Context: an optimization exercise on an open-source flow, tuned for small area and a short achievable clock period. The choices shown serve that exercise and are no tape-out recipe.
The RTL was checked by simulation tests, not by an equivalence proof against the original design.
No activity file was given, so power comes from the tool's default toggle rates.

==> flow/design.v <==
module tile_map_ctrl #(
  parameter int COLS       = 20,
  parameter int ROWS       = 15,
  parameter int TW         = 4,
  parameter int TILE_SHIFT = 5,
  parameter int RESET_FILL = 1
) (
  input  logic          clk,
  input  logic          rst,
  input  logic          fill_start,
  input  logic [TW-1:0] fill_val,
  output logic          busy,
  output logic          fill_done,
  input  logic          req0_valid,
  input  logic [4:0]    req0_x,
  input  logic [3:0]    req0_y,
  input  logic [TW-1:0] req0_data,
  output logic          req0_ready,
  input  logic          req1_valid,
  input  logic [4:0]    req1_x,
  input  logic [3:0]    req1_y,
  input  logic [TW-1:0] req1_data,
  output logic          req1_ready,
  input  logic [9:0]    h_cnt,
  input  logic [9:0]    v_cnt,
  input  logic          valid,
  output logic [TW-1:0] pix_tile
);
  localparam logic [TW-1:0] RESET_VAL = TW'(RESET_FILL);
  logic          filling;       
  logic [4:0]    fill_x;        
  logic [3:0]    fill_y;        
  logic [TW-1:0] fill_val_reg;
  logic          last_grant;    
  logic          fill_done_reg;
  logic [TW-1:0] pix_tile_reg;
  logic          fill_last;
  logic          fill_wr;
  logic          grant0, grant1;
  logic [ROWS-1:0] wr_row;
  logic [COLS-1:0] wr_col;
  logic [TW-1:0]   wr_data;
  logic [ROWS-1:0] wr_row_n;
  logic [TW-1:0]   wr_cd_n [COLS];    
  logic [ROWS-1:0] rd_row;
  logic [COLS-1:0] rd_col;
  logic [TW-1:0]   rd_col_n [COLS];   
  logic [TW-1:0]   rd_val;
  logic [TW-1:0]   mem [ROWS][COLS];
  assign fill_last = (fill_x == 5'(COLS - 1)) && (fill_y == 4'(ROWS - 1));
  assign fill_wr   = filling && !rst;
  tmc_grant u_grant (
    .rst        (rst),
    .fill_start (fill_start),
    .filling    (filling),
    .last_grant (last_grant),
    .v0         (req0_valid),
    .v1         (req1_valid),
    .g0         (grant0),
    .g1         (grant1)
  );
  assign busy       = rst || filling;
  assign fill_done  = fill_done_reg;
  tmc_grant u_ready (
    .rst        (rst),
    .fill_start (fill_start),
    .filling    (filling),
    .last_grant (last_grant),
    .v0         (req0_valid),
    .v1         (req1_valid),
    .g0         (req0_ready),
    .g1         (req1_ready)
  );
  assign pix_tile   = pix_tile_reg;
  always_ff @(posedge clk) begin
    if (rst) begin
      filling       <= 1'b1;
      fill_x        <= '0;
      fill_y        <= '0;
      fill_val_reg  <= RESET_VAL;
      last_grant    <= 1'b1;
      fill_done_reg <= 1'b0;
    end else begin
      fill_done_reg <= filling && fill_last;
      if (filling) begin
        if (fill_x == 5'(COLS - 1)) begin
          fill_x <= '0;
          fill_y <= (fill_y == 4'(ROWS - 1)) ? '0 : fill_y + 1'b1;
        end else begin
          fill_x <= fill_x + 1'b1;
        end
        if (fill_last) filling <= 1'b0;
      end else if (fill_start) begin
        filling      <= 1'b1;
        fill_val_reg <= fill_val;
      end else if (grant0) begin
        last_grant <= 1'b0;
      end else if (grant1) begin
        last_grant <= 1'b1;
      end
    end
  end
  always_comb begin
    for (int r = 0; r < ROWS; r++) begin
      wr_row[r] = (fill_wr && fill_y == 4'(r)) ||
                  (grant0 && req0_y == 4'(r)) ||
                  (grant1 && req1_y == 4'(r));
      wr_row_n[r] = !wr_row[r];
    end
    for (int c = 0; c < COLS; c++) begin
      wr_col[c] = (fill_wr && fill_x == 5'(c)) ||
                  (grant0 && req0_x == 5'(c)) ||
                  (grant1 && req1_x == 5'(c));
    end
    wr_data = fill_wr ? fill_val_reg : (grant0 ? req0_data : req1_data);
    for (int c = 0; c < COLS; c++) begin
      wr_cd_n[c] = ~(wr_data & {TW{wr_col[c]}});
    end
  end
  generate
    for (genvar r = 0; r < ROWS; r++) begin : g_row
      for (genvar c = 0; c < COLS; c++) begin : g_col
        logic hold;
        tmc_nand2 u_hold (.a(wr_row[r]), .b(wr_col[c]), .y(hold));
        for (genvar b = 0; b < TW; b++) begin : g_bit
          logic u;
          tmc_nand2 u_keep (.a(mem[r][c][b]), .b(hold), .y(u));
          tmc_bit u_bit (
            .clk   (clk),
            .row_n (wr_row_n[r]),
            .cd_n  (wr_cd_n[c][b]),
            .u     (u),
            .q     (mem[r][c][b])
          );
        end
      end
    end
  endgenerate
  always_comb begin
    for (int r = 0; r < ROWS; r++) begin
      rd_row[r] = valid && !rst && (v_cnt[9:TILE_SHIFT] == 5'(r));
    end
    for (int c = 0; c < COLS; c++) begin
      rd_col[c] = (h_cnt[9:TILE_SHIFT] == 5'(c));
    end
  end
  generate
    for (genvar c = 0; c < COLS; c++) begin : g_rcol
      for (genvar b = 0; b < TW; b++) begin : g_rbit
        logic [4:0] tri_n;
        logic [1:0] part;
        for (genvar t = 0; t < 5; t++) begin : g_tri
          tmc_ao222n u_tri (
            .a0 (mem[3*t][c][b]),   .s0 (rd_row[3*t]),
            .a1 (mem[3*t+1][c][b]), .s1 (rd_row[3*t+1]),
            .a2 (mem[3*t+2][c][b]), .s2 (rd_row[3*t+2]),
            .y  (tri_n[t])
          );
        end
        tmc_nand3 u_p0 (.a(tri_n[0]), .b(tri_n[1]), .c(tri_n[2]), .y(part[0]));
        tmc_nand2 u_p1 (.a(tri_n[3]), .b(tri_n[4]), .y(part[1]));
        tmc_oa21n u_col (.a(part[0]), .b(part[1]), .s(rd_col[c]), .y(rd_col_n[c][b]));
      end
    end
  endgenerate
  always_comb begin
    for (int b = 0; b < TW; b++) begin
      rd_val[b] = 1'b0;
      for (int c = 0; c < COLS; c++) begin
        rd_val[b] = rd_val[b] | !rd_col_n[c][b];
      end
    end
  end
  always_ff @(posedge clk) begin
    pix_tile_reg <= rd_val;
  end
endmodule
module tmc_grant (
  input  logic rst,
  input  logic fill_start,
  input  logic filling,
  input  logic last_grant,
  input  logic v0,
  input  logic v1,
  output logic g0,
  output logic g1
);
  logic ok;
  assign ok = !filling && !rst && !fill_start;
  assign g0 = ok && v0 && (!v1 || last_grant);
  assign g1 = ok && v1 && (!v0 || !last_grant);
endmodule
module tmc_bit (
  input  logic clk,
  input  logic row_n,
  input  logic cd_n,
  input  logic u,
  output logic q
);
  always_ff @(posedge clk) begin
    q <= !((row_n | cd_n) & u);
  end
endmodule
module tmc_nand2 (
  input  logic a,
  input  logic b,
  output logic y
);
  assign y = !(a & b);
endmodule
module tmc_nand3 (
  input  logic a,
  input  logic b,
  input  logic c,
  output logic y
);
  assign y = !(a & b & c);
endmodule
module tmc_ao222n (
  input  logic a0,
  input  logic s0,
  input  logic a1,
  input  logic s1,
  input  logic a2,
  input  logic s2,
  output logic y
);
  assign y = !((a0 & s0) | (a1 & s1) | (a2 & s2));
endmodule
module tmc_oa21n (
  input  logic a,
  input  logic b,
  input  logic s,
  output logic y
);
  assign y = !((a | b) & s);
endmodule
==> flow/run.sh <==
#!/bin/bash
# synth_recipe.tcl (not shown) runs the flow's synth.tcl, then flattens the netlist and writes it again
# the make line also repeats each setting of config.mk as NAME=value (left out here)
make -C /OpenROAD-flow-scripts/flow DESIGN_CONFIG=/design/flow/config.mk WORK_HOME=/design/flow/orfs CLKGATE_MAP_FILE= SYNTH_SCRIPT=/design/flow/synth_recipe.tcl finish
==> flow/config.mk <==
export PLATFORM = sky130hd
export DESIGN_NAME = tile_map_ctrl
export DESIGN_NICKNAME = tile_map_ctrl
export VERILOG_FILES = /design/flow/design.v
export SDC_FILE = /design/flow/constraint.sdc
export NUM_CORES = 4
export LEC_CHECK = 0
export CAP_MARGIN = 20
export CORE_MARGIN = 2
export CORE_UTILIZATION = 50
export SETUP_SLACK_MARGIN = 1.9
export SLEW_MARGIN = 20
export SYNTH_HIERARCHICAL = 1
==> flow/constraint.sdc <==
create_clock -name core_clock -period 4.6 [get_ports {clk}]
set_input_delay 0.9200 -clock core_clock [delete_from_list [all_inputs] [get_ports {clk}]]
set_output_delay 0.9200 -clock core_clock [all_outputs]
set_load 0.01 [all_outputs]
==> results of run 1 <==
[final cells by class]
class | count | area share
Clock inverter | 29 | 0.00765
Clock buffer | 203 | 0.0721
Tap cell | 1155 | 0.0262
Sequential cell | 1220 | 0.443
Inverter | 5 | 0.000340
Antenna cell | 3 | 0.000136
Timing Repair Buffer | 386 | 0.0765
Multi-Input combinational cell | 3773 | 0.374
[critical path, delay by kind of cell]
| kind | cells | cell delay, ns |
|---|---|---|
| AND/OR/NAND/NOR | 7 | 1.52 |
| AO/OA/AOI/OAI | 2 | 0.65 |
| buffers and inverters | 3 | 0.41 |
[modules after synthesis, one instance, submodules excluded]
module	area, sq um	flip-flops and latches
tile_map_ctrl	3020	20
tmc_ao222n	10.0	0
tmc_bit	25.0	1
tmc_grant	32.5	0
tmc_nand2	3.75	0
tmc_nand3	5.00	0
tmc_oa21n	5.00	0
[synth_stat cells, types with 5 or more instances]
cell type and n:
a222oi_1 400, and3_1 9, or2_2 17, a21oi_1 10, nor3_1 18, o31ai_1 5, nor2b_1 12, o21ai_0 80
nand3b_1 5, clkbuf_1 17, buf_2 8, nand2_1 1614, or2_1 7, o22ai_1 18, nor2_1 60, nand2b_1 28
ha_1 5, nand4bb_1 11, dfxtp_1 1220, inv_1 5, nand3_1 91, o21ai_1 1280, mux2_2 7, nand4_1 21
[power groups by stage]
stage	clock network [mW]	registers [mW]	logic [mW]
finish	10.8	10.7	0.475
global route	11.3	10.7	0.490
CTS	10.9	10.7	0.401
detailed placement	0	10.9	0.361
global placement	0	10.9	0.354
floorplan	0	10.9	0.175
[metal layers]
metal	vias up	GRT usage
li1	19700	-
met5	-	0
met1	20500	0.534
met3	476	0.0938
met4	12	0.164
met2	2695	0.554
[logic make-up (layout without fill, tap and decap cells)]
family	count (synthesis)	after routing	synth area share
buffers and inverters	34	623	0.00322
other	0	3	0
DFF	1220	1220	0.557
AOI/OAI and AO/OA	1823	1824	0.257
muxes	12	13	0.00297
xor gates and xnor gates	1	1	0.000200
adders and majority gates	5	5	0.00143
and+or+nand+nor	1920	1930	0.178
[through the flow]
step,cells,worst slack (ns)
5_1_grt,6772,1.69
3_5_place_dp,6408,0.117
4_1_cts,6683,1.78
3_3_place_gp,6406,0.110
6_report,6774,1.69
2_1_floorplan,5015,0.860
[how the worst max path moves through the flow]
stage | slack, ns | start | end
final | 1.69 | valid | pix_tile_reg[1]
after global placement | 0.11 | rst | pix_tile_reg[0]
after global routing | 1.69 | valid | pix_tile_reg[0]
after CTS | 1.78 | valid | pix_tile_reg[0]
after floorplan | 0.86 | rst | pix_tile_reg[0]
after detailed placement | 0.12 | rst | pix_tile_reg[0]
[repair_timing]
item / in CTS / in global routing
pin swaps: 49 / 27
resized for setup: 146 / 234
setup endpoints to repair: 1207 / 1149
gates cloned: 9 / 41
buffers inserted: 34 / 47
==> out/results.ini, run 1 <==
[run_status]
outcome = no timing/DRC/antenna violations

[route]
vias = 43400
drc_errors = 0
dr_wl_met2_mm = 76.2
wl_mm = 184
m1WireLength_mm = 74.7
first_pass_iters = 12
wl_met3_mm = 24.7
antenna_left = 0
highest_layer = met5
via_per_inst = 6.41
detail_route.wl_per_cell_um = 27.1
drt_iter0_markers = 7087

[synth]
synth-main-ff-cell = dfxtp_1
synth_area_leaders = dfxtp_1 56%, o21ai_1 15%, nand2_1 14%
syn_nets = 5076
synth_edf_count = 0
synth_top_area_share = 0.557
synth_top_cell_by_area = dfxtp_1
synth.distinct_cells = 60
seq_area_frac_synth = 0.557
netlist_instances = 5015
ys_ff_latch = 1220
ys_warn_count = 12
synth_area_sq_um = 43900
synth.avg_cell_area_sq_um = 8.74
postSynth.asyncResetShare = 0

[critical_path]
cp_slowest_stage_delay_ns = 0.45
crit_top_cell = nor3_4
arrival_ns = 3.52
crit-reg2reg-launch = filling
r2r_cells = 11
cp.required_ns = 5.21
crit_path_end_kind = flop
r2r-end = g_row[9].g_col[9].g_bit[1].u_bit.q
crit_slowest_cell = nand4_1
worstSetupPathType = primary input to flop
r2r_slack_ns = 1.93
crit_fanout = 16
path_cells = buf_6, nor4bb_4, nand2b_1, nor3_4, buf_4, buf_12, a222oi_1, nand3_1, o21ai_1, nand4_1, nor3_4, nand2_1
startpoint_type = primary input

[layout]
multi_input_area_sq_um = 20600
post-route-util = 0.635
layout_common_cells = 1,602 x nand2_1, 1,304 x o21ai_1, 1,219 x dfxtp_1
final_nets = 5578
regMostFlops = g_row.g_col.g_bit.u_bit.q
final-seq-area_sq_um = 24400
largest_reg_flops = 1200
drive_gt1_frac = 0.136
area_growth_pct = 25.7
design_area_sq_um = 55100
fillers = 7651
reg_top3 = g_row.g_col.g_bit.u_bit.q x1200, fill_x x5
final_common_cell = nand2_1

[global_routing]
grt_pass1_vias = 40000
grt_max_degree = 81
grt-ovfl-total = 0
grt_pass1_wl_mm = 257
grtUsageTotal = 0.380
antenna_found_initial = 10

[sta]
slew_viol_final = 0
setup_violations = 0
worstMarginPinSlew_ns = 0.957
finalHoldViolCount = 0
finClkSkew_ns = 0.0213
fin_tns_setup_ns = 0
period_share = 0.634
hold_ws_ns = 0.456
finalCriticalPeriod_ns = 2.91
max_freq_ghz = 0.343
rsz0062_at_grt = true
relSlewSlack = 0.357

[die]
pin_count = 64
die_y_um = 300
die_w_um = 300
rows = 108
core-area_sq_um = 86900
start_util = 0.505
die-area_sq_um = 90100

[cts]
clkTransAtPathRegs_ns = 0.06
clock_sinks = 1220
cts_buffer_depth = 3
clk_latency_ns = 0.74
cts_tree = done
htree_num_levels = 4
numCtsBuffers = 131
cts_root_buf = clkbuf_16
cts_hold_buf = 0

[placement]
port_buffers = 53
dpl.hpwl_mm = 106
placed_area_sq_um = 48200
gp_congestion = 0.925

[power]
cellPowerDensity_nw_per_um2 = 398
ir_drop_mv = 0.384
total_power_mw = 21.9
switchingPower_mw = 4.65
power.leakage_nw = 18.4
p_int_mw = 17.3
swShare = 0.212
seqPwrFrac = 0.486
pwr-share-clk = 0.492
combPwrFrac = 0.022

[worst_hold_path]
hold-path-cell-count = 2
hold_path_class = flop to flop
hp-start = g_row[4].g_col[5].g_bit[1].u_bit.q
min_to = g_row[4].g_col[5].g_bit[1].u_bit.q

[run]
drv_cap = 0

==> inputs of run 2 (changes only) <==
==> flow/flow/run.sh (new file) <==
#!/bin/bash
# Layout flow: the standard ORFS flow, with the port buffers inserted as
# plain buffers (buf_4) so the resizer can size them, instead of the delay
# cells buffer_ports picks by default.
set -o pipefail
cp standard.sh flow/standard_sh.txt 2>/dev/null
export BUFFER_PORTS_ARGS="-buffer_cell sky130_fd_sc_hd__buf_4"
bash standard.sh finish > standard.log 2>&1
==> flow/flow/standard_sh.txt (new file) <==
#!/bin/bash
# The standard flow's own layout of this design, on the ORFS make targets given (by default finish). After
# finish it leaves the final layout's DEF at /design/flow/out/final.def.
set -euo pipefail
make -C /OpenROAD-flow-scripts/flow DESIGN_CONFIG=/design/flow/config.mk WORK_HOME=/design/flow/orfs CLKGATE_MAP_FILE= SYNTH_SCRIPT=/design/flow/synth_recipe.tcl CAP_MARGIN=20 CORE_MARGIN=2 CORE_UTILIZATION=50 CTS_BUF_LIST=sky130_fd_sc_hd__clkbuf_16 CTS_CLUSTER_SIZE=24 SETUP_SLACK_MARGIN=1.9 SLEW_MARGIN=20 SYNTH_HIERARCHICAL=1 "${@:-finish}"
if [[ -f /design/flow/orfs/results/sky130hd/tile_map_ctrl/base/6_final.odb ]]; then
  : # left out here: write the final layout as DEF
fi
==> flow/standard.sh (new file) <==
#!/bin/bash
# synth_recipe.tcl (not shown) runs the flow's synth.tcl, then flattens the netlist and writes it again
# the make line also repeats each setting of config.mk as NAME=value (left out here)
make -C /OpenROAD-flow-scripts/flow DESIGN_CONFIG=/design/flow/config.mk WORK_HOME=/design/flow/orfs CLKGATE_MAP_FILE= SYNTH_SCRIPT=/design/flow/synth_recipe.tcl "${@:-finish}"
--- a/flow/config.mk
+++ b/flow/config.mk
@@ -10,2 +10,4 @@
 export CORE_UTILIZATION = 50
+export CTS_BUF_LIST = sky130_fd_sc_hd__clkbuf_16
+export CTS_CLUSTER_SIZE = 24
 export SETUP_SLACK_MARGIN = 1.9
removed: flow/run.sh
==> run 2 against run 1 <==
Net effect:
- still clean on timing, DRC and antenna
- global-route usage down 1.1 points
- final cell count decreased by 1.7%
- synthesized cell count did not move
- sequential power about the same
- die area stayed put
- critical path type unchanged
- largest power group is now registers
==> out/results.ini, run 2 <==
[route]
highest_layer = met5
dr_wl_met2_mm = 74.3  ; -2.6%
m1WireLength_mm = 70.7  ; -5.4%
drt_iter0_markers = 6226  ; -12%
drc_errors = 0  ; unchanged
wl_met3_mm = 18.7  ; -24%
wl_mm = 171  ; -6.8%
first_pass_iters = 13  ; +1
vias = 42100  ; -3.1%
antenna_left = 0  ; unchanged
via_per_inst = 6.32  ; -1.4%
detail_route.wl_per_cell_um = 25.7  ; -5.2%

[sta]
timing.final.ws_setup_ns = 1.67  ; -0.0171 ns
rsz0062_at_grt = true
finalHoldViolCount = 0  ; unchanged
slew_viol_final = 0  ; unchanged
period_share = 0.637  ; +0.00372
finClkSkew_ns = 0.0275  ; +0.00618 ns
hold_ws_ns = 0.438  ; -0.0178 ns
relSlewSlack = 0.316  ; -0.0415
fin_tns_setup_ns = 0  ; unchanged
max_freq_ghz = 0.341  ; -0.58%
setup_violations = 0  ; unchanged
worstMarginPinSlew_ns = 1.02  ; +0.0617 ns
finalCriticalPeriod_ns = 2.93  ; +0.0171 ns

[layout]
layout_common_cells = 1,602 x nand2_1, 1,331 x o21ai_1, 1,218 x dfxtp_1
regMostFlops = g_row.g_col.g_bit.u_bit.q
reg_top3 = g_row.g_col.g_bit.u_bit.q x1200, fill_x x5
area_growth_pct = 20.4
final_nets = 5470  ; -1.9%
largest_reg_flops = 1200  ; unchanged
final_common_cell = nand2_1
drive_gt1_frac = 0.112  ; -0.0237

[critical_path]
crit_path_end_kind = flop
arrival_ns = 3.54  ; +0.02 ns
worstSetupStartpoint = valid
crit_fanout = 6  ; -10
cp.required_ns = 5.21  ; about the same
worstSetupPathType = primary input to flop
r2r_cells = 11  ; unchanged
crit-reg2reg-launch = filling
startpoint_type = primary input

[cts]
cts_buffer_depth = 3  ; unchanged
clkTransAtPathRegs_ns = 0.06  ; about the same
clk_latency_ns = 0.73  ; about the same
cts_root_buf = clkbuf_16
htree_num_levels = 4  ; unchanged
clock_sinks = 1220  ; unchanged
cts_tree = done
cts_hold_buf = 0  ; unchanged
numCtsBuffers = 132  ; +0.76%

[power]
cellPowerDensity_nw_per_um2 = 398  ; about the same
power.leakage_nw = 17.5  ; -4.6%
ir_drop_mv = 0.363  ; -5.5%
total_power_mw = 21.0  ; -4.3%

[global_routing]
grt_max_degree = 81  ; unchanged
grtUsageTotal = 0.369  ; -0.0111
grt_pass1_wl_mm = 251  ; -2.3%
grt_pass1_vias = 39400  ; -1.4%
antenna_found_initial = 14  ; +4
grt-ovfl-total = 0  ; unchanged

[die]
die-area_sq_um = 90100  ; unchanged
die_w_um = 300  ; unchanged
pin_count = 64  ; unchanged
core-area_sq_um = 86900  ; unchanged
die_y_um = 300  ; unchanged
rows = 108  ; unchanged
start_util = 0.505  ; unchanged

[placement]
dpl.hpwl_mm = 106  ; -0.73%
port_buffers = 53  ; unchanged
pre_cts_slack_ns = 0.466  ; +0.350 ns
gp_congestion = 0.957  ; +3.4%

[synth]
synth.avg_cell_area_sq_um = 8.74  ; unchanged
netlist_instances = 5015  ; unchanged
synth_top_cell_by_area = dfxtp_1
yosysMostFrequentCell = nand2_1
yosys-top-cells-count = 1,614 x nand2_1, 1,280 x o21ai_1, 1,220 x dfxtp_1
seq_area_frac_synth = 0.557  ; unchanged
postSynth.asyncResetShare = 0  ; unchanged
syn_nets = 5076  ; unchanged
synth_edf_count = 0  ; unchanged
synth_area_sq_um = 43900  ; unchanged
synth_top_area_share = 0.557  ; unchanged
synth-main-ff-cell = dfxtp_1
synth_area_leaders = dfxtp_1 56%, o21ai_1 15%, nand2_1 14%
ys_ff_latch = 1220  ; unchanged
ys_warn_count = 12  ; unchanged
synth.distinct_cells = 60  ; unchanged

[run]
drv_cap = 0  ; unchanged

[worst_hold_path]
hold-path-cell-count = 2  ; unchanged
hold_path_class = primary input to flop
hp-start = fill_val[0]

[run_status]
outcome = no timing/DRC/antenna violations

-- run 2: cell counts after synthesis --
Identical to the previous run, type by type.
-- run 2: worst max-delay path, cell delays in order --
cell and delay, ns:
buf_6 0.09, nor4bb_4 0.18, nand2b_1 0.16, nor3_4 0.08, buf_12 0.16, buf_12 0.13, buf_4 0.13, a222oi_1 0.34
nand3_1 0.19, o21ai_1 0.31, nand4_1 0.31, nor3_4 0.42, nand2_1 0.10
-- run 2: final timing paths --
path                                                              to  slack, ns
worst max-delay path                                 pix_tile_reg[3]       1.67
worst min-delay path                                 fill_val_reg[0]       0.44
worst max register to register  g_row[11].g_col[18].g_bit[2].u_bit.q       1.93
worst min register to register   g_row[10].g_col[5].g_bit[1].u_bit.q       0.46
-- run 2: through the flow --
| stage | area (sq um) | utilization | instances |
|---|---|---|---|
| global route | 52800 | 0.608 | 6655 |
| finish | 52800 | 0.608 | 6661 |
| global placement | 47800 | 0.550 | 6386 |
| floorplan | 44100 | - | 5015 |
| CTS | 52300 | 0.602 | 6633 |
| detailed placement | 47800 | 0.550 | 6386 |
-- run 2: report_power, final --
group          total, mW  leakage (nW)  internal, mW  switching (mW)
Combinational      0.385          5.63         0.121           0.264
Clock               9.94          2.08          5.69            4.25
Sequential          10.7          9.83          10.6          0.0387
Total               21.0          17.5          16.4            4.55
-- run 2: kinds of logic after synthesis --
family,count (synthesis),share of synthesized area
mux,12,0.00297
buf+inv,34,0.00322
flops,1220,0.557
compound gates,1823,0.257
simple gates,1920,0.178
xor+xnor,1,0.000200
fa+ha+maj,5,0.00143
-- run 2: cell type report --
class	count	area (sq um)
timing repair buffer	286	2760
clock inverter	86	512
fill	7888	34100
clock buffer	139	3480
sequential	1220	24400
antenna	6	15.0
inverter	5	18.8
multi-input combinational	3764	20200
tap	1155	1450
-- run 2: repair_timing --
action	4_1_cts	5_1_grt
setup endpoints to repair	987	1113
pin swaps	35	30
resized for setup	86	62
buffers inserted	19	21
cloned	3	1
-- run 2: Yosys stat by module (local to each module, per instance) --
| module | cells | flip-flops and latches | area, sq um | times used |
|---|---|---|---|---|
| tile_map_ctrl | 465 | 20 | 3020 | 1 |
| tmc_grant | 5 | 0 | 32.5 | 2 |
| tmc_bit | 2 | 1 | 25.0 | 1200 |
| tmc_ao222n | 1 | 0 | 10.0 | 400 |
| tmc_nand3 | 1 | 0 | 5.00 | 80 |
| tmc_oa21n | 1 | 0 | 5.00 | 80 |
| tmc_nand2 | 1 | 0 | 3.75 | 1580 |
-- run 2: routing by layer --
metal	global-route usage	vias up
met1	0.498	19900
met4	0.164	14
met5	0	-
met3	0.0874	445
li1	-	19500
met2	0.563	2214
==> inputs of run 3 (changes only) <==
--- a/flow/design.v
+++ b/flow/design.v
@@ -43,4 +43,9 @@
   logic [ROWS-1:0] wr_row_n;
+  logic [COLS-1:0] wr_col_n;
+  logic [TW-1:0]   wr_data_n;
+  logic [ROWS-1:0] d0_row, d1_row, f_row;
+  logic [COLS-1:0] d0_col, d1_col, f_col;
   logic [TW-1:0]   wr_cd_n [COLS];    
-  logic [ROWS-1:0] rd_row;
+  logic            rd_off;
+  logic [ROWS-1:0] rd_row [4];
   logic [COLS-1:0] rd_col;
@@ -102,19 +107,42 @@
   end
-  always_comb begin
-    for (int r = 0; r < ROWS; r++) begin
-      wr_row[r] = (fill_wr && fill_y == 4'(r)) ||
-                  (grant0 && req0_y == 4'(r)) ||
-                  (grant1 && req1_y == 4'(r));
-      wr_row_n[r] = !wr_row[r];
-    end
-    for (int c = 0; c < COLS; c++) begin
-      wr_col[c] = (fill_wr && fill_x == 5'(c)) ||
-                  (grant0 && req0_x == 5'(c)) ||
-                  (grant1 && req1_x == 5'(c));
-    end
-    wr_data = fill_wr ? fill_val_reg : (grant0 ? req0_data : req1_data);
-    for (int c = 0; c < COLS; c++) begin
-      wr_cd_n[c] = ~(wr_data & {TW{wr_col[c]}});
-    end
-  end
+  tmc_dec #(.N(ROWS), .W(4)) u_d0_row (.a(req0_y), .y(d0_row));
+  tmc_dec #(.N(ROWS), .W(4)) u_d1_row (.a(req1_y), .y(d1_row));
+  tmc_dec #(.N(ROWS), .W(4)) u_f_row  (.a(fill_y), .y(f_row));
+  tmc_dec #(.N(COLS), .W(5)) u_d0_col (.a(req0_x), .y(d0_col));
+  tmc_dec #(.N(COLS), .W(5)) u_d1_col (.a(req1_x), .y(d1_col));
+  tmc_dec #(.N(COLS), .W(5)) u_f_col  (.a(fill_x), .y(f_col));
+  generate
+    for (genvar r = 0; r < ROWS; r++) begin : g_wrow
+      tmc_ao222n u_sel (
+        .a0 (d0_row[r]), .s0 (grant0),
+        .a1 (d1_row[r]), .s1 (grant1),
+        .a2 (f_row[r]),  .s2 (fill_wr),
+        .y  (wr_row_n[r])
+      );
+      tmc_inv u_inv (.a(wr_row_n[r]), .y(wr_row[r]));
+    end
+    for (genvar c = 0; c < COLS; c++) begin : g_wcol
+      tmc_ao222n u_sel (
+        .a0 (d0_col[c]), .s0 (grant0),
+        .a1 (d1_col[c]), .s1 (grant1),
+        .a2 (f_col[c]),  .s2 (fill_wr),
+        .y  (wr_col_n[c])
+      );
+      tmc_inv u_inv (.a(wr_col_n[c]), .y(wr_col[c]));
+    end
+    for (genvar b = 0; b < TW; b++) begin : g_wdata
+      tmc_ao222n u_sel (
+        .a0 (req0_data[b]),    .s0 (grant0),
+        .a1 (req1_data[b]),    .s1 (grant1),
+        .a2 (fill_val_reg[b]), .s2 (fill_wr),
+        .y  (wr_data_n[b])
+      );
+      tmc_inv u_inv (.a(wr_data_n[b]), .y(wr_data[b]));
+    end
+    for (genvar c = 0; c < COLS; c++) begin : g_wcd
+      for (genvar b = 0; b < TW; b++) begin : g_bit
+        tmc_nand2 u_cd (.a(wr_col[c]), .b(wr_data[b]), .y(wr_cd_n[c][b]));
+      end
+    end
+  endgenerate
   generate
@@ -138,10 +166,9 @@
   endgenerate
-  always_comb begin
-    for (int r = 0; r < ROWS; r++) begin
-      rd_row[r] = valid && !rst && (v_cnt[9:TILE_SHIFT] == 5'(r));
-    end
-    for (int c = 0; c < COLS; c++) begin
-      rd_col[c] = (h_cnt[9:TILE_SHIFT] == 5'(c));
-    end
-  end
+  assign rd_off = !valid || rst;
+  generate
+    for (genvar g = 0; g < 4; g++) begin : g_rdg
+      tmc_dec #(.N(ROWS), .W(5)) u_rd_row (.a(v_cnt[9:TILE_SHIFT]), .y(rd_row[g]));
+    end
+  endgenerate
+  tmc_dec    #(.N(COLS), .W(5)) u_rd_col (.a(h_cnt[9:TILE_SHIFT]), .y(rd_col));
   generate
@@ -153,5 +180,5 @@
           tmc_ao222n u_tri (
-            .a0 (mem[3*t][c][b]),   .s0 (rd_row[3*t]),
-            .a1 (mem[3*t+1][c][b]), .s1 (rd_row[3*t+1]),
-            .a2 (mem[3*t+2][c][b]), .s2 (rd_row[3*t+2]),
+            .a0 (mem[3*t][c][b]),   .s0 (rd_row[c/5][3*t]),
+            .a1 (mem[3*t+1][c][b]), .s1 (rd_row[c/5][3*t+1]),
+            .a2 (mem[3*t+2][c][b]), .s2 (rd_row[c/5][3*t+2]),
             .y  (tri_n[t])
@@ -165,10 +192,11 @@
   endgenerate
-  always_comb begin
-    for (int b = 0; b < TW; b++) begin
-      rd_val[b] = 1'b0;
-      for (int c = 0; c < COLS; c++) begin
-        rd_val[b] = rd_val[b] | !rd_col_n[c][b];
-      end
-    end
-  end
+  generate
+    for (genvar b = 0; b < TW; b++) begin : g_rout
+      logic [COLS-1:0] col_n;
+      for (genvar c = 0; c < COLS; c++) begin : g_c
+        assign col_n[c] = rd_col_n[c][b];
+      end
+      tmc_rdout u_or (.a(col_n), .off(rd_off), .y(rd_val[b]));
+    end
+  endgenerate
   always_ff @(posedge clk) begin
@@ -237 +265,25 @@
 endmodule
+module tmc_inv (
+  input  logic a,
+  output logic y
+);
+  assign y = !a;
+endmodule
+module tmc_dec #(
+  parameter int N = 15,
+  parameter int W = 4
+) (
+  input  logic [W-1:0] a,
+  output logic [N-1:0] y
+);
+  always_comb begin
+    for (int i = 0; i < N; i++) y[i] = (a == W'(i));
+  end
+endmodule
+module tmc_rdout (
+  input  logic [19:0] a,
+  input  logic        off,
+  output logic        y
+);
+  assign y = !off && !(&a);
+endmodule
==> flow/flow/run.sh (replaced) <==
#!/bin/bash
# Layout flow: the standard ORFS flow (standard.sh, unchanged synthesis),
# with two resizer settings changed:
#  - port buffers are plain buf_4 cells, which the resizer can size, instead
#    of the delay cells buffer_ports picks by default;
#  - the resizer may swap a cell for one of another footprint.
# All of ORFS's output goes to standard.log in this folder.
set -o pipefail
export BUFFER_PORTS_ARGS="-buffer_cell sky130_fd_sc_hd__buf_4"
bash standard.sh MATCH_CELL_FOOTPRINT=0 finish > standard.log 2>&1
--- a/flow/config.mk
+++ b/flow/config.mk
@@ -9,6 +9,7 @@
 export CORE_MARGIN = 2
-export CORE_UTILIZATION = 50
+export CORE_UTILIZATION = 55
 export CTS_BUF_LIST = sky130_fd_sc_hd__clkbuf_16
-export CTS_CLUSTER_SIZE = 24
-export SETUP_SLACK_MARGIN = 1.9
+export CTS_CLUSTER_DIAMETER = 60
+export CTS_CLUSTER_SIZE = 22
+export SETUP_SLACK_MARGIN = 2.1
 export SLEW_MARGIN = 20
removed: flow/flow/standard_sh.txt
==> run 3 against run 2 <==
Net effect:
- still clean
- area after synthesis rose by 1.7%
- total power shrank 11%
- sequential cell count unchanged
- synthesized cell count increased by 1.8%
- worst hold slack gained 0.017 ns
- register-to-register slack improved by 0.06 ns
- first-iteration DRC count up 0.16%
- utilization up 4.4 points
==> out/results.ini, run 3 <==
[layout]
layout_common_cells = 1,607 x nand2_1, 1,236 x o21ai_1, 1,212 x dfxtp_1
final_nets = 5525  ; +1.0%
final_common_cell = nand2_1
reg_top3 = g_row.g_col.g_bit.u_bit.q x1200, fill_x x5
area_growth_pct = 17.6
drive_gt1_frac = 0.124  ; +0.0117
finalNonFillerCells = 6584  ; -1.2%
largest_reg_flops = 1200  ; unchanged
regMostFlops = g_row.g_col.g_bit.u_bit.q

[power]
cellPowerDensity_nw_per_um2 = 358  ; -10%
ir_drop_mv = 0.331  ; -8.6%
power.leakage_nw = 17.6  ; +0.11%

[synth]
synth.avg_cell_area_sq_um = 8.74  ; about the same
synth_edf_count = 0  ; unchanged
ys_warn_count = 15  ; +3
syn_nets = 5160  ; +1.7%
postSynth.asyncResetShare = 0  ; unchanged
yosys-top-cells-count = 1,677 x nand2_1, 1,280 x o21ai_1, 1,220 x dfxtp_1
synth_top_cell_by_area = dfxtp_1
netlist_instances = 5103  ; +1.8%
ys_ff_latch = 1220  ; unchanged
synth_area_leaders = dfxtp_1 55%, o21ai_1 14%, nand2_1 14%
synth.distinct_cells = 40  ; -33%
yosysMostFrequentCell = nand2_1
synth_top_area_share = 0.548  ; -0.00908
seq_area_frac_synth = 0.548  ; -0.00908
synth_area_sq_um = 44600  ; +1.7%
synth-main-ff-cell = dfxtp_1

[route]
vias = 42700  ; +1.3%
drt_iter0_markers = 6236  ; +0.16%
drc_errors = 0  ; unchanged
wl_mm = 167  ; -2.4%
via_per_inst = 6.48  ; +2.5%
antenna_left = 0  ; unchanged
detail_route.wl_per_cell_um = 25.4  ; -1.2%
first_pass_iters = 10  ; -3

[die]
start_util = 0.554  ; +0.0497
rows = 104  ; -3.7%
pin_count = 64  ; unchanged
core-area_sq_um = 80400  ; -7.4%
die_w_um = 289  ; -3.8%
die_y_um = 289  ; -3.8%
die-area_sq_um = 83300  ; -7.5%

[placement]
port_buffers = 53  ; unchanged
dp_cells = 6354  ; -0.50%
gp_congestion = 0.900  ; -6.0%
dpl.hpwl_mm = 102  ; -3.8%

[sta]
rsz0062_at_grt = true
finClkSkew_ns = 0.0224  ; -0.00509 ns
finalHoldViolCount = 0  ; unchanged
setup_violations = 0  ; unchanged
fin_tns_setup_ns = 0  ; unchanged
worstMarginPinSlew_ns = 1.12  ; +0.103 ns
period_share = 0.568  ; -0.0689
max_freq_ghz = 0.382  ; +12%
slew_viol_final = 0  ; unchanged
relSlewSlack = 0.247  ; -0.0689
finalCriticalPeriod_ns = 2.61  ; -0.317 ns

[cts]
cts_hold_buf = 0  ; unchanged
cts_buffer_depth = 3  ; unchanged
clock_sinks = 1220  ; unchanged
numCtsBuffers = 81  ; -39%
htree_num_levels = 3  ; -1
clkTransAtPathRegs_ns = 0.09  ; +0.03 ns
clk_latency_ns = 0.65  ; -0.08 ns
cts_tree = done
cts_root_buf = clkbuf_16

[worst_hold_path]
hold_path_class = flop to flop

[global_routing]
grt_pass1_vias = 39300  ; -0.44%
grt_pass1_wl_mm = 243  ; -2.9%
grt-ovfl-total = 0  ; unchanged
grt_max_degree = 81  ; unchanged
grtUsageTotal = 0.384  ; +0.0151
antenna_found_initial = 4  ; -10

[critical_path]
startpoint_type = flop
crit_path_end_kind = flop
crit_fanout = 11  ; +5
cp.required_ns = 5.18  ; -0.03 ns
arrival_ns = 3.20  ; -0.34 ns
worstSetupPathType = flop to flop

[run]
drv_cap = 0  ; unchanged

[run_status]
outcome = no timing/DRC/antenna violations

[run 3: layout make-up]
class	instances	area [sq um]
Fill cell	7025	28000
Sequential cell	1220	24400
Multi-Input combinational cell	3817	20800
Timing Repair Buffer	303	3020
Clock buffer	83	2080
Tap cell	1060	1330
Clock inverter	55	613
Inverter	45	206
Antenna cell	1	2.50
[run 3: worst paths after layout]
check / start / end / slack [ns] / cells past startpoint
setup / recovery: filling / g_row[11].g_col[8].g_bit[2].u_bit.q / 1.99 / 10
hold / removal: g_row[0].g_col[0].g_bit[1].u_bit.q / g_row[0].g_col[0].g_bit[1].u_bit.q / 0.46 / 2
setup reg to reg: filling / g_row[11].g_col[8].g_bit[2].u_bit.q / 1.99 / 10
hold reg to reg: g_row[0].g_col[0].g_bit[1].u_bit.q / g_row[0].g_col[0].g_bit[1].u_bit.q / 0.46 / 2
[run 3: what timing repair did]
action                                  in CTS  in global routing
pin swaps                                   58                 65
endpoints found under the hold margin        0                  0
gates resized for setup                    255                 91
buffers inserted                            41                 30
endpoints found under the setup margin    1207                826
cloned                                      11                  9
[run 3: where the power goes]
group | switching (mW) | internal (mW)
registers | 0.0170 | 10.6
logic | 0.317 | 0.163
clock network | 4.02 | 3.68
[run 3: per-stage QoR]
stage	hold slack [ns]	cell area, sq um	worst slack [ns]	util	power (mW)
2_1_floorplan	0.429	44600	-3.86	-	11.0
3_3_place_gp	0.437	47700	0.691	0.593	11.2
3_5_place_dp	0.445	47700	0.654	0.593	11.2
4_1_cts	0.456	51700	2.10	0.643	18.8
5_1_grt	0.472	52400	1.97	0.652	19.3
6_report	0.455	52400	1.99	0.652	18.8
[run 3: worst max-delay path, stage by stage (launching register included)]
cell	delay, ns
dfxtp_4	0.42
nor3_4	0.07
buf_12	0.14
and3_4	0.24
a222oi_1	0.92
inv_2	0.06
buf_6	0.19
buf_4	0.20
nand2_1	0.15
nand2_1	0.07
o21ai_1	0.08
[run 3: Yosys stat by module, one instance, submodules excluded, a selection]
| module | flops+latches | cells | times used | area [sq um] |
|---|---|---|---|---|
| tile_map_ctrl | 20 | 86 | 1 | 795 |
| tmc_rdout | 0 | 8 | 4 | 45.0 |
| tmc_grant | 0 | 5 | 2 | 32.5 |
| tmc_bit | 1 | 2 | 1200 | 25.0 |
| tmc_ao222n | 0 | 1 | 439 | 10.0 |
| tmc_nand3 | 0 | 1 | 80 | 5.00 |
| tmc_oa21n | 0 | 1 | 80 | 5.00 |
| tmc_inv | 0 | 1 | 39 | 3.75 |
| tmc_nand2 | 0 | 1 | 1660 | 3.75 |
[run 3: kinds of logic (layout without fill, tap and decap cells)]
logic type,after synthesis,after routing,share of synthesized area
other,0,1,0
muxes,3,3,0.000674
adders and majority gates,1,1,0.000281
buffers and inverters,74,486,0.00965
DFF,1220,1220,0.548
and+or+nand+nor,2061,2069,0.196
xor gates and xnor gates,1,1,0.000196
AOI/OAI and AO/OA,1743,1743,0.245
[run 3: routing by layer]
layer  GRT usage  part of all wire  vias to the layer above
met5           0           0.00019                        -
met4       0.147             0.041                        6
met3      0.0848              0.12                      376
met2       0.583              0.43                     2292
met1       0.535              0.41                    20300
li1            -                 -                    19700
==> inputs of run 4 (changes only) <==
--- a/flow/config.mk
+++ b/flow/config.mk
@@ -9,3 +9,3 @@
 export CORE_MARGIN = 2
-export CORE_UTILIZATION = 55
+export CORE_UTILIZATION = 62
 export CTS_BUF_LIST = sky130_fd_sc_hd__clkbuf_16
==> run 4 against run 3 <==
Net effect:
- wire length is 0.97% higher
- utilization is 8.7 points higher
- first-iteration DRC count rose by 17%
- die area is 11% lower
- setup slack got worse by 0.18 ns
- total power down 2.1%
- critical path type is now primary input to flop
- highest routed layer unchanged
==> out/results.ini, run 4 <==
[run_status]
outcome = no timing/DRC/antenna violations

[power]
swShare = 0.225  ; -0.00676
ir_drop_mv = 0.354  ; +6.7%
pwr-share-clk = 0.396  ; -0.014
seqPwrFrac = 0.576  ; +0.012
combPwrFrac = 0.027  ; about the same
p_int_mw = 14.2  ; -1.2%
switchingPower_mw = 4.14  ; -4.9%
power.leakage_nw = 17.9  ; +1.6%
cellPowerDensity_nw_per_um2 = 349  ; -2.6%

[route]
drt_iter0_markers = 7325  ; +17%
detail_route.wl_per_cell_um = 25.9  ; +2.0%
antenna_left = 0  ; unchanged
vias = 44100  ; +3.5%
via_per_inst = 6.77  ; +4.5%
drc_errors = 0  ; unchanged
wl_mm = 169  ; +0.97%
first_pass_iters = 15  ; +5

[sta]
worstMarginPinSlew_ns = 0.967  ; -0.154 ns
max_freq_ghz = 0.358  ; -6.3%
finalHoldViolCount = 0  ; unchanged
setup_violations = 0  ; unchanged
period_share = 0.607  ; +0.0383
rsz0062_at_grt = true
relSlewSlack = 0.355  ; +0.108
slew_viol_final = 0  ; unchanged
finalCriticalPeriod_ns = 2.79  ; +0.176 ns
timing.final.ws_setup_ns = 1.81  ; -0.176 ns
finClkSkew_ns = 0.0229  ; +0.000428 ns

[critical_path]
crit_path_end_kind = flop
crit-reg2reg-launch = filling
worstSetupPathType = primary input to flop
r2r_cells = 9  ; -1
cp.required_ns = 5.14  ; -0.04 ns
r2r_slack_ns = 2.03  ; +0.04 ns
crit_fanout = 16  ; +5
startpoint_type = primary input
arrival_ns = 3.33  ; +0.13 ns
r2r-end = g_row[1].g_col[10].g_bit[1].u_bit.q

[layout]
final_nets = 5584  ; +1.1%
finalNonFillerCells = 6520  ; -0.97%
layout_common_cells = 1,611 x nand2_1, 1,246 x o21ai_1, 1,215 x dfxtp_1
post-route-util = 0.739  ; +0.0867
area_growth_pct = 18.3
regMostFlops = g_row.g_col.g_bit.u_bit.q
largest_reg_flops = 1200  ; unchanged
drive_gt1_frac = 0.128  ; +0.00477
fillers = 5429  ; -23%
reg_top3 = g_row.g_col.g_bit.u_bit.q x1200, fill_x x5
final_common_cell = nand2_1

[placement]
pre_cts_slack_ns = 0.702  ; +0.0479 ns
dp_cells = 6279  ; -1.2%
gp_congestion = 0.933  ; +3.7%
dpl.hpwl_mm = 98.8  ; -2.7%
port_buffers = 53  ; unchanged

[cts]
clock_sinks = 1220  ; unchanged
clk_latency_ns = 0.66  ; about the same
htree_num_levels = 3  ; unchanged
cts_hold_buf = 0  ; unchanged
cts_buffer_depth = 3  ; unchanged
numCtsBuffers = 75  ; -7.4%
clkTransAtPathRegs_ns = 0.09  ; about the same
cts_root_buf = clkbuf_16
cts_tree = done

[die]
core-area_sq_um = 71400  ; -11%
die_y_um = 272  ; -5.7%
die_w_um = 272  ; -5.7%
rows = 98  ; -5.8%
start_util = 0.625  ; +0.0703
pin_count = 64  ; unchanged
die-area_sq_um = 74100  ; -11%

[global_routing]
grt_pass1_wl_mm = 246  ; +1.0%
grt_max_degree = 81  ; unchanged
grtUsageTotal = 0.431  ; +0.0471
grt_pass1_vias = 41000  ; +4.4%
antenna_found_initial = 4  ; unchanged
grt-ovfl-total = 0  ; unchanged

[worst_hold_path]
hold-path-cell-count = 2  ; unchanged
hold_path_class = flop to flop
hp-start = g_row[1].g_col[4].g_bit[2].u_bit.q
min_to = g_row[1].g_col[4].g_bit[2].u_bit.q

[synth]
netlist_instances = 5103  ; unchanged
synth.distinct_cells = 40  ; unchanged
synth_top_area_share = 0.548  ; unchanged
seq_area_frac_synth = 0.548  ; unchanged
postSynth.asyncResetShare = 0  ; unchanged
ys_warn_count = 15  ; unchanged
synth_area_sq_um = 44600  ; unchanged
yosys-top-cells-count = 1,677 x nand2_1, 1,280 x o21ai_1, 1,220 x dfxtp_1
syn_nets = 5160  ; unchanged
ys_ff_latch = 1220  ; unchanged
yosysMostFrequentCell = nand2_1
synth_area_leaders = dfxtp_1 55%, o21ai_1 14%, nand2_1 14%
synth_top_cell_by_area = dfxtp_1
synth_edf_count = 0  ; unchanged
synth-main-ff-cell = dfxtp_1
synth.avg_cell_area_sq_um = 8.74  ; unchanged

[run]
drv_cap = 0  ; unchanged

## run 4: power groups by stage
stage / logic [mW] / registers [mW] / clock network, mW
after floorplan: 0.188 / 10.8 / 0
after global placement: 0.361 / 10.8 / 0
after detailed placement: 0.366 / 10.8 / 0
after CTS: 0.438 / 10.6 / 7.28
after global routing: 0.510 / 10.6 / 7.68
final: 0.505 / 10.6 / 7.28
## run 4: how the worst max path moves through the flow
stage	start	to	slack [ns]	cells past startpoint
floorplan	rst	g_row[0].g_col[10].g_bit[0].u_bit.q	-3.86	7
global placement	v_cnt[7]	pix_tile_reg[3]	0.76	9
detailed placement	v_cnt[9]	pix_tile_reg[3]	0.70	11
CTS	v_cnt[5]	pix_tile_reg[3]	2.05	10
global route	v_cnt[9]	pix_tile_reg[3]	1.83	10
finish	v_cnt[9]	pix_tile_reg[3]	1.81	10
## run 4: area by class of cell
| class | instances | area, sq um | area share |
|---|---|---|---|
| multi-input combinational | 3817 | 20700 | 0.393 |
| clock buffer | 81 | 2030 | 0.0384 |
| sequential | 1220 | 24400 | 0.463 |
| timing repair buffer | 368 | 3750 | 0.0711 |
| inverter | 45 | 214 | 0.00406 |
| antenna | 3 | 7.51 | 0.000142 |
| tap | 950 | 1190 | 0.0225 |
| clock inverter | 36 | 412 | 0.00781 |
## run 4: timing repair
item                        CTS  global route
setup endpoints to repair  1207           831
buffers inserted             42            49
resized for setup           234           145
pin swaps                    74            63
cloned                       17            13
## run 4: kinds of logic (layout without fill, tap and decap cells)
logic type	after synthesis	count (layout)	synth area share
simple gates	2061	2069	0.196
compound gates	1743	1743	0.245
flops	1220	1220	0.548
buf+inv	74	530	0.00965
mux	3	3	0.000674
fa+ha+maj	1	1	0.000281
xor+xnor	1	1	0.000196
other cells	0	3	0
## run 4: critical path: stages
cell and delay [ns]:
buf_16 0.14, or3_4 0.43, nor2_1 0.44, clkbuf_4 0.39, a222oi_1 0.14, nand3_1 0.16
o21ai_2 0.09, nand4_1 0.25, nor3_4 0.10, a21oi_2 0.26
## run 4: per-stage QoR
step           power, mW  instance area [sq um]  hold WS [ns]  setup TNS, ns
2_1_floorplan       11.0                  44600         0.429       -4580.65
6_report            18.4                  52700         0.460              0
5_1_grt             18.8                  52700         0.473              0
3_5_place_dp        11.2                  47700         0.444              0
3_3_place_gp        11.2                  47700         0.437              0
4_1_cts             18.3                  51600         0.461              0
## run 4: modules after synthesis (local to each module, per instance), excerpt
module         flops+latches  cells inside  cell area (sq um)  times used
tile_map_ctrl             20            86                795           1
tmc_rdout                  0             8               45.0           4
tmc_grant                  0             5               32.5           2
tmc_bit                    1             2               25.0        1200
tmc_ao222n                 0             1               10.0         439
tmc_nand3                  0             1               5.00          80
tmc_oa21n                  0             1               5.00          80
tmc_inv                    0             1               3.75          39
tmc_nand2                  0             1               3.75        1660
## run 4: per-layer routing
metal | share of wire | up-vias | wire length [um] | track usage
met1 | 0.37 | 20500 | 62200 | 0.570
met3 | 0.14 | 666 | 23300 | 0.0914
met5 | 0.00017 | - | 29 | 0
met2 | 0.42 | 3114 | 71400 | 0.653
met4 | 0.071 | 4 | 12100 | 0.258
li1 | - | 19800 | - | -
==> inputs of run 5 (changes only) <==
--- a/flow/design.v
+++ b/flow/design.v
@@ -43,4 +43,2 @@
   logic [ROWS-1:0] wr_row_n;
-  logic [COLS-1:0] wr_col_n;
-  logic [TW-1:0]   wr_data_n;
   logic [ROWS-1:0] d0_row, d1_row, f_row;
@@ -115,3 +113,3 @@
     for (genvar r = 0; r < ROWS; r++) begin : g_wrow
-      tmc_ao222n u_sel (
+      tmc_sel3 u_sel (
         .a0 (d0_row[r]), .s0 (grant0),
@@ -119,8 +117,8 @@
         .a2 (f_row[r]),  .s2 (fill_wr),
-        .y  (wr_row_n[r])
+        .y  (wr_row[r])
       );
-      tmc_inv u_inv (.a(wr_row_n[r]), .y(wr_row[r]));
+      tmc_inv u_inv (.a(wr_row[r]), .y(wr_row_n[r]));
     end
     for (genvar c = 0; c < COLS; c++) begin : g_wcol
-      tmc_ao222n u_sel (
+      tmc_sel3 u_sel (
         .a0 (d0_col[c]), .s0 (grant0),
@@ -128,8 +126,7 @@
         .a2 (f_col[c]),  .s2 (fill_wr),
-        .y  (wr_col_n[c])
+        .y  (wr_col[c])
       );
-      tmc_inv u_inv (.a(wr_col_n[c]), .y(wr_col[c]));
     end
     for (genvar b = 0; b < TW; b++) begin : g_wdata
-      tmc_ao222n u_sel (
+      tmc_sel3 u_sel (
         .a0 (req0_data[b]),    .s0 (grant0),
@@ -137,5 +134,4 @@
         .a2 (fill_val_reg[b]), .s2 (fill_wr),
-        .y  (wr_data_n[b])
+        .y  (wr_data[b])
       );
-      tmc_inv u_inv (.a(wr_data_n[b]), .y(wr_data[b]));
     end
@@ -289 +285,16 @@
 endmodule
+module tmc_sel3 (
+  input  logic a0,
+  input  logic s0,
+  input  logic a1,
+  input  logic s1,
+  input  logic a2,
+  input  logic s2,
+  output logic y
+);
+  logic [2:0] t;
+  tmc_nand2 u_t0 (.a(a0), .b(s0), .y(t[0]));
+  tmc_nand2 u_t1 (.a(a1), .b(s1), .y(t[1]));
+  tmc_nand2 u_t2 (.a(a2), .b(s2), .y(t[2]));
+  tmc_nand3 u_y  (.a(t[0]), .b(t[1]), .c(t[2]), .y(y));
+endmodule
--- a/flow/config.mk
+++ b/flow/config.mk
@@ -7,5 +7,5 @@
 export LEC_CHECK = 0
-export CAP_MARGIN = 20
+export CAP_MARGIN = 10
 export CORE_MARGIN = 2
-export CORE_UTILIZATION = 62
+export CORE_UTILIZATION = 55
 export CTS_BUF_LIST = sky130_fd_sc_hd__clkbuf_16
@@ -13,4 +13,4 @@
 export CTS_CLUSTER_SIZE = 22
-export SETUP_SLACK_MARGIN = 2.1
-export SLEW_MARGIN = 20
+export SETUP_SLACK_MARGIN = 2.3
+export SLEW_MARGIN = 10
 export SYNTH_HIERARCHICAL = 1
==> run 5 against run 4 <==
Net effect:
- first-iteration DRC count fell by 12%
- highest routed layer unchanged
- still clean on timing, DRC and antenna
- final cell count grew 4.0%
- via count decreased by 0.92%
- register-to-register slack improved by 0.29 ns
- combinational power rose by 0.8%
- clock-buffer cell count increased by 7
- largest power group unchanged
- clock power rose by 15%
==> out/results.ini, run 5 <==
[layout]
area_growth_pct = 20.9
drive_gt1_frac = 0.139  ; +0.0107
final_common_cell = nand2_1
largest_reg_flops = 1200  ; unchanged
layout_common_cells = 1,742 x nand2_1, 1,251 x o21ai_1, 1,214 x dfxtp_1
post-route-util = 0.672  ; -0.0673
reg_top3 = g_row.g_col.g_bit.u_bit.q x1200, fill_x x5
final_nets = 5703  ; +2.1%
regMostFlops = g_row.g_col.g_bit.u_bit.q

[synth]
yosys-top-cells-count = 1,794 x nand2_1, 1,280 x o21ai_1, 1,220 x dfxtp_1
netlist_instances = 5196  ; +1.8%
seq_area_frac_synth = 0.546  ; -0.00188
ys_warn_count = 15  ; unchanged
syn_nets = 5253  ; +1.8%
synth_top_cell_by_area = dfxtp_1
postSynth.asyncResetShare = 0  ; unchanged
synth_area_sq_um = 44700  ; +0.35%
yosysMostFrequentCell = nand2_1
ys_ff_latch = 1220  ; unchanged
synth-main-ff-cell = dfxtp_1
synth_area_leaders = dfxtp_1 55%, nand2_1 15%, o21ai_1 14%
synth_top_area_share = 0.546  ; -0.00188
synth_edf_count = 0  ; unchanged
synth.distinct_cells = 40  ; unchanged
synth.avg_cell_area_sq_um = 8.61  ; -1.5%

[placement]
port_buffers = 53  ; unchanged
pre_cts_slack_ns = 0.676  ; -0.0257 ns
gp_congestion = 0.904  ; -3.1%
dpl.hpwl_mm = 106  ; +7.0%

[critical_path]
worstSetupStartpoint = v_cnt[5]
cp_num_buf_inv = 3  ; +1
worstSetupPathType = primary input to flop
arrival_ns = 3.36  ; +0.03 ns
crit_fanout = 8  ; -8
r2r_slack_ns = 2.32  ; +0.29 ns
crit_family = simple AND/OR/NAND/NOR gates
cp_slowest_stage_delay_ns = 0.46  ; +0.02 ns
crit-reg2reg-launch = filling
startpoint_type = primary input
crit_slowest_cell = a222oi_1
crit_path_end_kind = flop
path_cells = buf_16, or3_4, nor3_4, buf_12, buf_4, a222oi_1, nand3_1, o21ai_4, nand4_1, nor3_2, a21oi_2
cp.required_ns = 5.15  ; about the same

[die]
rows = 104  ; +6.1%
die_w_um = 289  ; +6.3%
die-area_sq_um = 83600  ; +13%
start_util = 0.555  ; -0.0693
pin_count = 64  ; unchanged
die_y_um = 289  ; +6.3%
core-area_sq_um = 80500  ; +13%

[route]
via_per_inst = 6.45  ; -4.7%
drc_errors = 0  ; unchanged
first_pass_iters = 10  ; -5
wl_mm = 175  ; +3.6%
vias = 43700  ; -0.92%
antenna_left = 0  ; unchanged
detail_route.wl_per_cell_um = 25.8  ; -0.40%
drt_iter0_markers = 6441  ; -12%

[cts]
cts_root_buf = clkbuf_16
cts_hold_buf = 0  ; unchanged
htree_num_levels = 3  ; unchanged
clk_latency_ns = 0.69  ; +0.03 ns
clock_sinks = 1220  ; unchanged
cts_tree = done
cts_buffer_depth = 3  ; unchanged
clkTransAtPathRegs_ns = 0.09  ; about the same
numCtsBuffers = 87  ; +16%

[sta]
rsz0062_at_grt = true
max_freq_ghz = 0.356  ; -0.78%
worstMarginPinSlew_ns = 0.991  ; +0.0234 ns
timing.final.ws_setup_ns = 1.79  ; -0.0218 ns
finalCriticalPeriod_ns = 2.81  ; +0.0218 ns
fin_tns_setup_ns = 0  ; unchanged
finClkSkew_ns = 0.0440  ; +0.0212 ns
setup_violations = 0  ; unchanged
finalHoldViolCount = 0  ; unchanged
slew_viol_final = 0  ; unchanged
relSlewSlack = 0.335  ; -0.0207
period_share = 0.611  ; +0.00474

[run]
drv_cap = 0  ; unchanged

[run_status]
outcome = no timing/DRC/antenna violations

[power]
power.leakage_nw = 18.2  ; +2.0%
cellPowerDensity_nw_per_um2 = 360  ; +3.4%
ir_drop_mv = 0.357  ; +0.80%

[global_routing]
grtUsageTotal = 0.407  ; -0.0248
antenna_found_initial = 11  ; +7
grt_pass1_vias = 40600  ; -0.89%
grt-ovfl-total = 0  ; unchanged
grt_pass1_wl_mm = 256  ; +4.4%
grt_max_degree = 61  ; -25%

[worst_hold_path]
hp-start = g_row[1].g_col[17].g_bit[3].u_bit.q
hold_path_class = flop to flop

[run 5: changes by cell type in the layout (fill, tap and decap cells not counted), sizes merged]
cell      previous run  this run
nor2               105       114
inv                 46        37
buf                355       371
and3                10         9
bufinv               4         6
clkinv              21        26
nand2             1677      1794
diode                3         7
clkinvlp            10        19
clkbuf              94        91
nand3               83       122
a222oi             439       400
[run 5: tightest hold or removal path, stage by stage, from the launching register on]
cell and delay [ns]:
dfxtp_1 0.31, nand2_1 0.05, o21ai_1 0.05
[run 5: layer usage]
metal | share of wire | routed length, um | vias up | global-route usage
met5 | 0.00035 | 61 | - | 0
met3 | 0.11 | 18500 | 524 | 0.0852
met4 | 0.061 | 10700 | 10 | 0.228
met1 | 0.39 | 68200 | 20700 | 0.529
met2 | 0.44 | 77400 | 2313 | 0.631
li1 | - | - | 20100 | -
[run 5: where the power goes]
group	leakage (nW)	switching, mW	internal (mW)	total (mW)
clock	1.50	4.31	4.09	8.39
sequential	9.83	0.0168	10.6	10.6
combinational	6.88	0.339	0.170	0.509
total	18.2	4.66	14.8	19.5
[run 5: final cells by class]
class	instances	area (sq um)
fill	6837	26500
sequential	1220	24400
multi-input combinational	3942	21400
timing repair buffer	374	3660
clock buffer	88	2200
tap	1060	1330
clock inverter	67	872
inverter	21	139
antenna	7	17.5
[run 5: timing repair]
| item | CTS | global route |
|---|---|---|
| setup buffers | 106 | 15 |
| endpoints found under the setup margin | 1207 | 928 |
| cloned | 14 | 5 |
| pin swaps | 63 | 18 |
| resized for setup | 182 | 72 |
[run 5: per-stage QoR]
step	total power [mW]	area [sq um]	instances	hold WS, ns
final	19.5	54100	6779	0.459
after global routing	20.0	54100	6772	0.467
after CTS	19.5	53600	6752	0.444
after detailed placement	11.2	48500	6477	0.446
after global placement	11.2	48500	6477	0.442
after floorplan	11.0	45500	5196	0.433
[run 5: cells by family after synthesis]
kind of cell               Yosys count  synth area share
and+or+nand+nor                   2217             0.209
AOI/OAI and AO/OA                 1704             0.236
DFF                               1220             0.546
buffers and inverters               50           0.00761
muxes                                3          0.000671
xor gates and xnor gates             1          0.000196
adders and majority gates            1          0.000280
[run 5: final timing paths]
kind	to	cells after the start
max	pix_tile_reg[1]	11
min	g_row[1].g_col[17].g_bit[3].u_bit.q	2
max reg2reg	g_row[2].g_col[2].g_bit[0].u_bit.q	12
min reg2reg	g_row[1].g_col[17].g_bit[3].u_bit.q	2
[run 5: modules after synthesis (local to each module, per instance), excerpt]
module,area [sq um],flip-flops and latches,cells inside,copies in the design
tile_map_ctrl,795,20,86,1
tmc_rdout,45.0,0,8,4
tmc_grant,32.5,0,5,2
tmc_bit,25.0,1,2,1200
tmc_ao222n,10.0,0,1,400
tmc_nand3,5.00,0,1,119
tmc_oa21n,5.00,0,1,80
tmc_inv,3.75,0,1,15
tmc_nand2,3.75,0,1,1777
==> inputs of run 6 (changes only) <==
--- a/flow/design.v
+++ b/flow/design.v
@@ -37,2 +37,4 @@
   logic          fill_last;
+  logic          filling_next;
+  logic          filling_o;     
   logic          fill_wr;
@@ -64,3 +66,3 @@
   );
-  assign busy       = rst || filling;
+  assign busy       = rst || filling_o;
   assign fill_done  = fill_done_reg;
@@ -69,3 +71,3 @@
     .fill_start (fill_start),
-    .filling    (filling),
+    .filling    (filling_o),
     .last_grant (last_grant),
@@ -77,2 +79,11 @@
   assign pix_tile   = pix_tile_reg;
+  always_comb begin
+    filling_next = filling;
+    if (filling) begin
+      if (fill_last) filling_next = 1'b0;
+    end else if (fill_start) begin
+      filling_next = 1'b1;
+    end
+  end
+  tmc_flag u_filling_o (.clk(clk), .rst(rst), .d(filling_next), .q(filling_o));
   always_ff @(posedge clk) begin
@@ -300 +311,12 @@
 endmodule
+module tmc_flag (
+  input  logic clk,
+  input  logic rst,
+  input  logic d,
+  output logic q
+);
+  always_ff @(posedge clk) begin
+    if (rst) q <= 1'b1;
+    else     q <= d;
+  end
+endmodule
--- a/flow/config.mk
+++ b/flow/config.mk
@@ -7,3 +7,3 @@
 export LEC_CHECK = 0
-export CAP_MARGIN = 10
+export CAP_MARGIN = 20
 export CORE_MARGIN = 2
@@ -13,4 +13,4 @@
 export CTS_CLUSTER_SIZE = 22
-export SETUP_SLACK_MARGIN = 2.3
-export SLEW_MARGIN = 10
+export SETUP_SLACK_MARGIN = 2.1
+export SLEW_MARGIN = 20
 export SYNTH_HIERARCHICAL = 1
==> run 6 against run 5 <==
Net effect:
- via count fell by 0.17%
- setup slack got worse by 0.037 ns
- non-clock buffer count decreased by 83
- total power fell by 4.3%
- combinational power down 2%
==> out/results.ini, run 6 <==
[critical_path]
cp_slowest_stage_delay_ns = 0.41  ; -0.05 ns
crit_family = simple AND/OR/NAND/NOR gates
startpoint_type = primary input
r2r_slack_ns = 2.17  ; -0.15 ns
crit_slowest_cell = nor3_4
arrival_ns = 3.38  ; +0.02 ns
crit-reg2reg-launch = last_grant
cp_num_cells = 12  ; +1
worstSetupStartpoint = v_cnt[5]
crit_path_end_kind = flop
worstSetupPathType = primary input to flop
crit_fanout = 6  ; -2
path_cells = buf_12, buf_8, or3b_4, nor3_4, buf_12, clkbuf_16, a222oi_1, nand3_1, o21ai_2, nand4_1, nor3_4, a21oi_2
r2r_cells = 7  ; -5
cp_num_buf_inv = 4  ; +1
cp.required_ns = 5.13  ; -0.02 ns

[synth]
ys_warn_count = 16  ; +1
synth_top_cell_by_area = dfxtp_1
synth-main-ff-cell = dfxtp_1
synth.distinct_cells = 39  ; -2.5%
yosysMostFrequentCell = nand2_1
synth_area_sq_um = 44800  ; +0.11%
synth.avg_cell_area_sq_um = 8.62  ; +0.11%
seq_area_frac_synth = 0.546  ; about the same
yosys-top-cells-count = 1,792 x nand2_1, 1,280 x o21ai_1, 1,221 x dfxtp_1
ys_ff_latch = 1221  ; +0.082%
synth_area_leaders = dfxtp_1 55%, nand2_1 15%, o21ai_1 14%
synth_top_area_share = 0.546  ; about the same
postSynth.asyncResetShare = 0  ; unchanged
syn_nets = 5253  ; unchanged
netlist_instances = 5196  ; unchanged
synth_edf_count = 0  ; unchanged

[layout]
reg_top3 = g_row.g_col.g_bit.u_bit.q x1200, fill_x x5
final-seq-area_sq_um = 24500  ; about the same
finalNonFillerCells = 6681  ; -1.4%
multi_input_area_sq_um = 21500  ; +0.23%
drive_gt1_frac = 0.126  ; -0.0134
final_nets = 5619  ; -1.5%
design_area_sq_um = 52800  ; -2.4%
fillers = 7130  ; +4.3%
post-route-util = 0.655  ; -0.0164
area_growth_pct = 17.8
regMostFlops = g_row.g_col.g_bit.u_bit.q
largest_reg_flops = 1200  ; unchanged
layout_common_cells = 1,715 x nand2_1, 1,252 x o21ai_1, 1,216 x dfxtp_1
final_common_cell = nand2_1

[route]
via_per_inst = 6.54  ; +1.3%
drc_errors = 0  ; unchanged
first_pass_iters = 11  ; +1
antenna_left = 0  ; unchanged
detail_route.wl_per_cell_um = 26.0  ; +0.94%
wl_mm = 174  ; -0.52%
drt_iter0_markers = 6674  ; +3.6%
vias = 43700  ; -0.17%

[sta]
finalCriticalPeriod_ns = 2.85  ; +0.0374 ns
setup_violations = 0  ; unchanged
rsz0062_at_grt = true
finalHoldViolCount = 0  ; unchanged
worstMarginPinSlew_ns = 1.24  ; +0.246 ns
timing.final.ws_setup_ns = 1.75  ; -0.0374 ns
slew_viol_final = 0  ; unchanged
finClkSkew_ns = 0.0391  ; -0.00491 ns
fin_tns_setup_ns = 0  ; unchanged
max_freq_ghz = 0.351  ; -1.3%
period_share = 0.620  ; +0.00813
relSlewSlack = 0.169  ; -0.165
hold_ws_ns = 0.459  ; -0.000726 ns

[run]
drv_cap = 0  ; unchanged

[placement]
port_buffers = 53  ; unchanged
pre_cts_slack_ns = 0.445  ; -0.231 ns
dp_cells = 6405  ; -1.1%
dpl.hpwl_mm = 103  ; -2.5%
gp_congestion = 0.889  ; -1.6%
placed_area_sq_um = 48000  ; -1.1%

[cts]
clk_latency_ns = 0.67  ; -0.02 ns
clkTransAtPathRegs_ns = 0.09  ; about the same
cts_tree = done
cts_buffer_depth = 3  ; unchanged
clock_sinks = 1221  ; +0.082%
cts_root_buf = clkbuf_16
htree_num_levels = 3  ; unchanged
numCtsBuffers = 82  ; -5.7%

[global_routing]
grtUsageTotal = 0.404  ; -0.00284
antenna_found_initial = 4  ; -7
grt_max_degree = 57  ; -6.6%
grt_pass1_vias = 40200  ; -1.2%
grt_pass1_wl_mm = 254  ; -0.94%
grt-ovfl-total = 0  ; unchanged

[power]
swShare = 0.235  ; -0.00403
cellPowerDensity_nw_per_um2 = 353  ; -1.9%
total_power_mw = 18.7  ; -4.3%
combPwrFrac = 0.027  ; about the same
pwr-share-clk = 0.405  ; -0.026
switchingPower_mw = 4.39  ; -5.9%
seqPwrFrac = 0.568  ; +0.025
p_int_mw = 14.3  ; -3.8%
ir_drop_mv = 0.493  ; +38%
power.leakage_nw = 17.5  ; -4.0%

[run_status]
outcome = no timing/DRC/antenna violations

[worst_hold_path]
hold_path_class = flop to flop
hold-path-cell-count = 2  ; unchanged
hp-start = g_row[10].g_col[4].g_bit[0].u_bit.q

[die]
die-area_sq_um = 83700  ; +0.11%
pin_count = 64  ; unchanged
start_util = 0.556  ; +0.000621
die_w_um = 289  ; about the same
rows = 104  ; unchanged
core-area_sq_um = 80500  ; unchanged
die_y_um = 289  ; about the same

## run 6: per-module statistics from Yosys, one instance, submodules excluded, excerpt
module / flops+latches / times used / cells inside / cell area, sq um
tmc_ao222n: 0 / 400 / 1 / 10.0
tmc_grant: 0 / 2 / 5 / 32.5
tile_map_ctrl: 20 / 1 / 84 / 818
tmc_rdout: 0 / 4 / 8 / 45.0
tmc_oa21n: 0 / 80 / 1 / 5.00
tmc_flag: 1 / 1 / 2 / 26.3
tmc_nand2: 0 / 1777 / 1 / 3.75
tmc_inv: 0 / 15 / 1 / 3.75
tmc_nand3: 0 / 119 / 1 / 5.00
tmc_bit: 1 / 1200 / 2 / 25.0
## run 6: worst register-to-register path, stage by stage, from the launching register on
cell	delay, ns
dfxtp_1	0.35
nand2b_1	0.25
and3_4	0.30
nand2_2	0.30
nand3_4	0.27
clkinvlp_4	0.17
buf_6	0.47
o21ai_1	0.21
## run 6: final cells by class
cell class,count,area share
Multi-Input combinational cell,3947,0.407
Inverter,19,0.00242
Tap cell,1060,0.0251
Clock inverter,53,0.00948
Clock buffer,84,0.0398
Sequential cell,1221,0.463
Timing Repair Buffer,291,0.0522
Antenna cell,6,0.000284
## run 6: worst paths after layout
path / endpoint
worst min-delay path: g_row[10].g_col[4].g_bit[0].u_bit.q
worst max-delay path: pix_tile_reg[1]
worst max register to register: g_row[12].g_col[1].g_bit[3].u_bit.q
worst min register to register: g_row[10].g_col[4].g_bit[0].u_bit.q
## run 6: repair_timing
action                     4_1_cts  5_1_grt
cloned                          18        6
pin swaps                       74       46
resized for setup              176       38
setup endpoints to repair     1207      971
buffers inserted                93       16
hold buffers                     0        0
## run 6: kinds of logic after synthesis
group,count (synthesis),synth area share
simple gates,2219,0.210
xor+xnor,2,0.000391
buf+inv,48,0.00754
flops,1221,0.546
compound gates,1701,0.235
fa+ha+maj,1,0.000279
mux,4,0.000894
## run 6: power by group through the flow
stage          clock (mW)  sequential, mW  combinational (mW)
6_report             7.56            10.6               0.499
5_1_grt              7.98            10.6               0.510
4_1_cts              7.60            10.6               0.461
3_5_place_dp            0            10.8               0.382
3_3_place_gp            0            10.8               0.378
2_1_floorplan           0            10.8               0.213
## run 6: per-layer routing
layer	global-route usage	routed length, um	share of wire
met1	0.545	68700	0.39
met2	0.596	72800	0.42
met3	0.110	22900	0.13
met4	0.200	9690	0.056
met5	0	13	0.000075

Re-timed with assumed drivers on the ports (clkbuf_16 on the clock, buf_2 on other inputs), run 6 has 1.666 ns of setup slack against 1.750 ns with ideal ports, and 0.945 ns once port delays also move by the mid clock arrival of 0.721 ns.
